This is an optimization exercise on Yosys and OpenROAD, whose aim is small area, a short achievable clock period and few clock cycles per item, not a production implementation. Where RTL was checked, it was by simulation tests only, not by an equivalence proof against the original.

==> module fsubm_front, before the edit <==
module fsubm_front
(
  input  wire logic       clk,
  input  wire logic       rst,
  input  wire logic       in_valid,
  output logic            in_ready,
  input  wire logic [7:0] hay_byte,
  input  wire logic       last_byte,
  output logic            a_v,
  output logic [7:0]      a_byte,
  output logic            a_last,
  input  wire logic       out_ready,
  input  wire logic       out_valid_nx
);
  logic rdy;
  logic a_v_nx;
  assign in_ready = rdy;
  assign a_v_nx   = rdy ? in_valid : !out_ready;
  always_ff @(posedge clk) begin
    if (rst) begin
      a_v <= 1'b0;
      rdy <= 1'b1;
    end else begin
      a_v <= a_v_nx;
      rdy <= !(a_v_nx && out_valid_nx);
    end
  end
  always_ff @(posedge clk) begin
    if (rdy) begin
      a_byte <= hay_byte;
      a_last <= last_byte;
    end
  end
endmodule
==> module fsubm_back, before the edit <==
module fsubm_back
(
  input  wire logic         clk,
  input  wire logic         rst,
  input  wire logic [63:0]  cfg_first,
  input  wire logic [63:0]  cfg_next,
  input  wire logic [4:0]   cfg_len,
  input  wire logic         a_v,
  input  wire logic [7:0]   a_byte,
  input  wire logic         a_last,
  output logic              out_valid_nx,
  output logic              out_valid,
  input  wire logic         out_ready,
  output logic              found,
  output logic [31:0]       offset
);
  logic [127:0] needle;
  logic [15:0]  eq;
  logic [15:0]  d;
  logic [15:0]  d_nx;
  logic [15:0]  pre;
  logic         prev_last;
  logic         r_v;
  logic         r_first;
  logic         r_last;
  logic         r_match;
  logic         m_nx;
  logic         matched;
  logic [31:0]  cnt;
  logic [31:0]  carry;
  logic [31:0]  cnt_tog;
  logic [15:0]  sel;
  logic         len_zero;
  logic [31:0]  init;
  logic         hold;
  logic         proceed;
  logic         step;
  logic         res;
  assign needle  = {cfg_next, cfg_first};
  assign hold    = out_valid && !out_ready;
  assign proceed = !hold;
  assign offset  = cnt;
  always_comb begin
    for (int j = 0; j < 15; j++) begin
      sel[j] = !cfg_len[4] && (cfg_len[3:0] == 4'(j + 1));
    end
    sel[15]  = cfg_len[4];
    len_zero = (cfg_len == 5'd0);
    if (cfg_len[4]) begin
      init = 32'hFFFF_FFF1;
    end else if (cfg_len[3:0] == 4'd0) begin
      init = 32'd0;
    end else begin
      init = 32'd1 - 32'(cfg_len[3:0]);
    end
  end
  always_comb begin
    for (int j = 0; j < 16; j++) begin
      eq[j] = (a_byte == needle[8*j +: 8]);
    end
    pre[0] = sel[0];
    for (int j = 1; j < 16; j++) begin
      pre[j] = sel[j] && d[j-1] && !prev_last;
    end
    d_nx[0] = eq[0];
    for (int j = 1; j < 16; j++) begin
      d_nx[j] = eq[j] && d[j-1] && !prev_last;
    end
  end
  assign m_nx = (|(eq & pre)) || (len_zero && prev_last);
  always_ff @(posedge clk) begin
    if (proceed && a_v) begin
      d <= d_nx;
    end
  end
  always_ff @(posedge clk) begin
    if (rst) begin
      prev_last <= 1'b1;
      r_v       <= 1'b0;
    end else if (proceed) begin
      r_v <= a_v;
      if (a_v) begin
        prev_last <= a_last;
      end
    end
  end
  always_ff @(posedge clk) begin
    if (proceed) begin
      r_first <= prev_last;
      r_last  <= a_last;
      r_match <= m_nx;
    end
  end
  assign step = proceed && r_v;
  assign res  = r_v && !matched && (r_match || r_last);
  assign out_valid_nx = hold || res;
  always_ff @(posedge clk) begin
    if (rst) begin
      matched   <= 1'b0;
      out_valid <= 1'b0;
    end else begin
      out_valid <= out_valid_nx;
      if (step) begin
        matched <= !r_last && (matched || r_match);
      end
    end
  end
  always_comb begin
    carry[0] = 1'b1;
    for (int i = 1; i < 32; i++) begin
      carry[i] = carry[i-1] && cnt[i-1];
    end
  end
  assign cnt_tog = cnt ^ ({32{step}} & carry);
  always_ff @(posedge clk) begin
    if (!hold) begin
      found <= r_match;
    end
    if (step && r_last && !r_match) begin
      cnt <= '0;
    end else if (step && r_first) begin
      cnt <= init;
    end else begin
      cnt <= cnt_tog;
    end
  end
endmodule
==> module first_substring_match_top, before the edit <==
module first_substring_match_top
(
  input  wire logic              clk,
  input  wire logic              rst,
  input  wire logic              in_valid,
  output logic                   in_ready,
  input  wire logic [7:0]        hay_byte,
  input  wire logic              last_byte,
  output logic                   out_valid,
  input  wire logic              out_ready,
  output logic                   found,
  output logic [31:0]            offset,
  input  wire logic              psel,
  input  wire logic              penable,
  input  wire logic              pwrite,
  input  wire logic [4:0]        paddr,
  input  wire logic [63:0]       pwdata,
  output logic [63:0]            prdata,
  output logic                   pready
);
  logic [63:0] cfg_first;
  logic [63:0] cfg_next;
  logic [4:0]  cfg_len;
  logic        wr_first;
  logic        wr_next;
  logic        wr_len;
  logic        setup_wr;
  logic        rst_r;
  logic [63:0] wdata;
  logic        a_v;
  logic [7:0]  a_byte;
  logic        a_last;
  logic        out_valid_nx;
  assign pready   = 1'b1;
  assign setup_wr = psel && !penable && pwrite;
  always_ff @(posedge clk) begin
    if (rst) begin
      wr_first <= 1'b0;
      wr_next  <= 1'b0;
      wr_len   <= 1'b0;
    end else begin
      wr_first <= setup_wr && (paddr[4:3] == 2'd0);
      wr_next  <= setup_wr && (paddr[4:3] == 2'd1);
      wr_len   <= setup_wr && (paddr[4:3] == 2'd2);
    end
  end
  always_ff @(posedge clk) begin
    rst_r <= rst;
  end
  assign wdata = rst_r ? 64'd0 : pwdata;
  always_ff @(posedge clk) begin
    if (wr_first || rst_r) cfg_first <= wdata;
    if (wr_next  || rst_r) cfg_next  <= wdata;
    if (wr_len   || rst_r) cfg_len   <= wdata[4:0];
  end
  always_ff @(posedge clk) begin
    case (rst_r ? 2'd3 : paddr[4:3])
      2'd0:    prdata <= cfg_first;
      2'd1:    prdata <= cfg_next;
      2'd2:    prdata <= {59'd0, cfg_len};
      default: prdata <= '0;
    endcase
  end
  fsubm_front u_front (
    .clk       (clk),
    .rst       (rst),
    .in_valid  (in_valid),
    .in_ready  (in_ready),
    .hay_byte  (hay_byte),
    .last_byte (last_byte),
    .a_v       (a_v),
    .a_byte    (a_byte),
    .a_last    (a_last),
    .out_ready (out_ready),
    .out_valid_nx (out_valid_nx)
  );
  fsubm_back u_back (
    .clk       (clk),
    .rst       (rst),
    .cfg_first (cfg_first),
    .cfg_next  (cfg_next),
    .cfg_len   (cfg_len),
    .a_v       (a_v),
    .a_byte    (a_byte),
    .a_last    (a_last),
    .out_valid_nx (out_valid_nx),
    .out_valid (out_valid),
    .out_ready (out_ready),
    .found     (found),
    .offset    (offset)
  );
endmodule
Settings: LEC_CHECK=0, ABC_CLOCK_PERIOD_IN_PS=2500, CAP_MARGIN=20, CORE_MARGIN=2, CORE_UTILIZATION=60, CTS_CLUSTER_DIAMETER=100, CTS_CLUSTER_SIZE=30, SETUP_SLACK_MARGIN=4.7, SLEW_MARGIN=20, BUFFER_PORTS_ARGS=-buffer_cell sky130_fd_sc_hd__buf_2; clock period 7.0 ns.
standard.sh (not shown) runs the stock make flow with config.mk's settings and CLKGATE_MAP_FILE= SYNTH_SCRIPT=/design/flow/synth_recipe.tcl, a recipe that flattens the netlist after the stock synthesis.
==> flow/flow/run.sh <==
#!/bin/bash
# Standard layout, with the port buffers made of buf_2 instead of the
# cell buffer_ports picks by default.
echo 'export BUFFER_PORTS_ARGS = -buffer_cell sky130_fd_sc_hd__buf_2' >> config.mk
bash standard.sh > standard.log 2>&1
Rerun with:
--- a/flow/design.v
+++ b/flow/design.v
@@ -19,15 +19,14 @@
   input  wire logic       last_byte,
   output logic            a_v,
   output logic [7:0]      a_byte,
   output logic            a_last,
-  input  wire logic       out_ready,
   input  wire logic       out_valid_nx
 );
   logic rdy;
   logic a_v_nx;
   assign in_ready = rdy;
-  assign a_v_nx   = rdy ? in_valid : !out_ready;
+  assign a_v_nx   = !rdy || in_valid;
   always_ff @(posedge clk) begin
     if (rst) begin
       a_v <= 1'b0;
       rdy <= 1'b1;
@@ -78,15 +77,13 @@
   logic [31:0]  cnt_tog;
   logic [15:0]  sel;
   logic         len_zero;
   logic [31:0]  init;
-  logic         hold;
   logic         proceed;
   logic         step;
   logic         res;
   assign needle  = {cfg_next, cfg_first};
-  assign hold    = out_valid && !out_ready;
-  assign proceed = !hold;
+  assign proceed = !out_valid;
   assign offset  = cnt;
   always_comb begin
     for (int j = 0; j < 15; j++) begin
       sel[j] = !cfg_len[4] && (cfg_len[3:0] == 4'(j + 1));
@@ -139,9 +136,9 @@
     end
   end
   assign step = proceed && r_v;
   assign res  = r_v && !matched && (r_match || r_last);
-  assign out_valid_nx = hold || res;
+  assign out_valid_nx = out_valid ? !out_ready : res;
   always_ff @(posedge clk) begin
     if (rst) begin
       matched   <= 1'b0;
       out_valid <= 1'b0;
@@ -159,11 +156,9 @@
     end
   end
   assign cnt_tog = cnt ^ ({32{step}} & carry);
   always_ff @(posedge clk) begin
-    if (!hold) begin
-      found <= r_match;
-    end
+    found <= out_valid ? (found && !out_ready) : r_match;
     if (step && r_last && !r_match) begin
       cnt <= '0;
     end else if (step && r_first) begin
       cnt <= init;
@@ -246,9 +241,8 @@
     .last_byte (last_byte),
     .a_v       (a_v),
     .a_byte    (a_byte),
     .a_last    (a_last),
-    .out_ready (out_ready),
     .out_valid_nx (out_valid_nx)
   );
   fsubm_back u_back (
     .clk       (clk),
Synthesized cell count came out lower by 0.70%.
Fmax came out higher by 8.5%.
Clock skew stays flat.
Clock-buffer cell count is unchanged.
Sequential share of layout area came out higher by 0.61 points.
Testbench counts after the change, summed over its fixed seeds: cycles 381,470, bytes 379,052.
For the first run of this note, only the layout was checked, not whether the RTL still works.

-- static timing again, ports no longer ideal --
The flow's constraints put no driver on any port. The routed layouts listed below were extracted and timed again, unchanged, in two steps.
Step 1, drivers: a clkbuf_16 drives clk and a buf_2 each remaining input, both assumed.
Step 2 times the ports against the registers' clock, not the clock port: input delays grow and output delays shrink by t, the midpoint of the rising clock arrivals with the driver on.
a / b / c = ideal / step 1 / step 2; a / b = the first two.
run | t (ns) | setup WS [ns] | worst register clock-pin slew, ns
the first run | 0.526 | 4.409 / 4.388 / 3.862 | 0.12 / 0.12
the second run | 0.531 | 4.611 / 4.565 / 4.296 | 0.12 / 0.12
After both steps setup and hold are still met in every run listed. The setup slack of the first run, which loses most, moves by -0.021 ns with the drivers and by -0.547 ns with both steps.
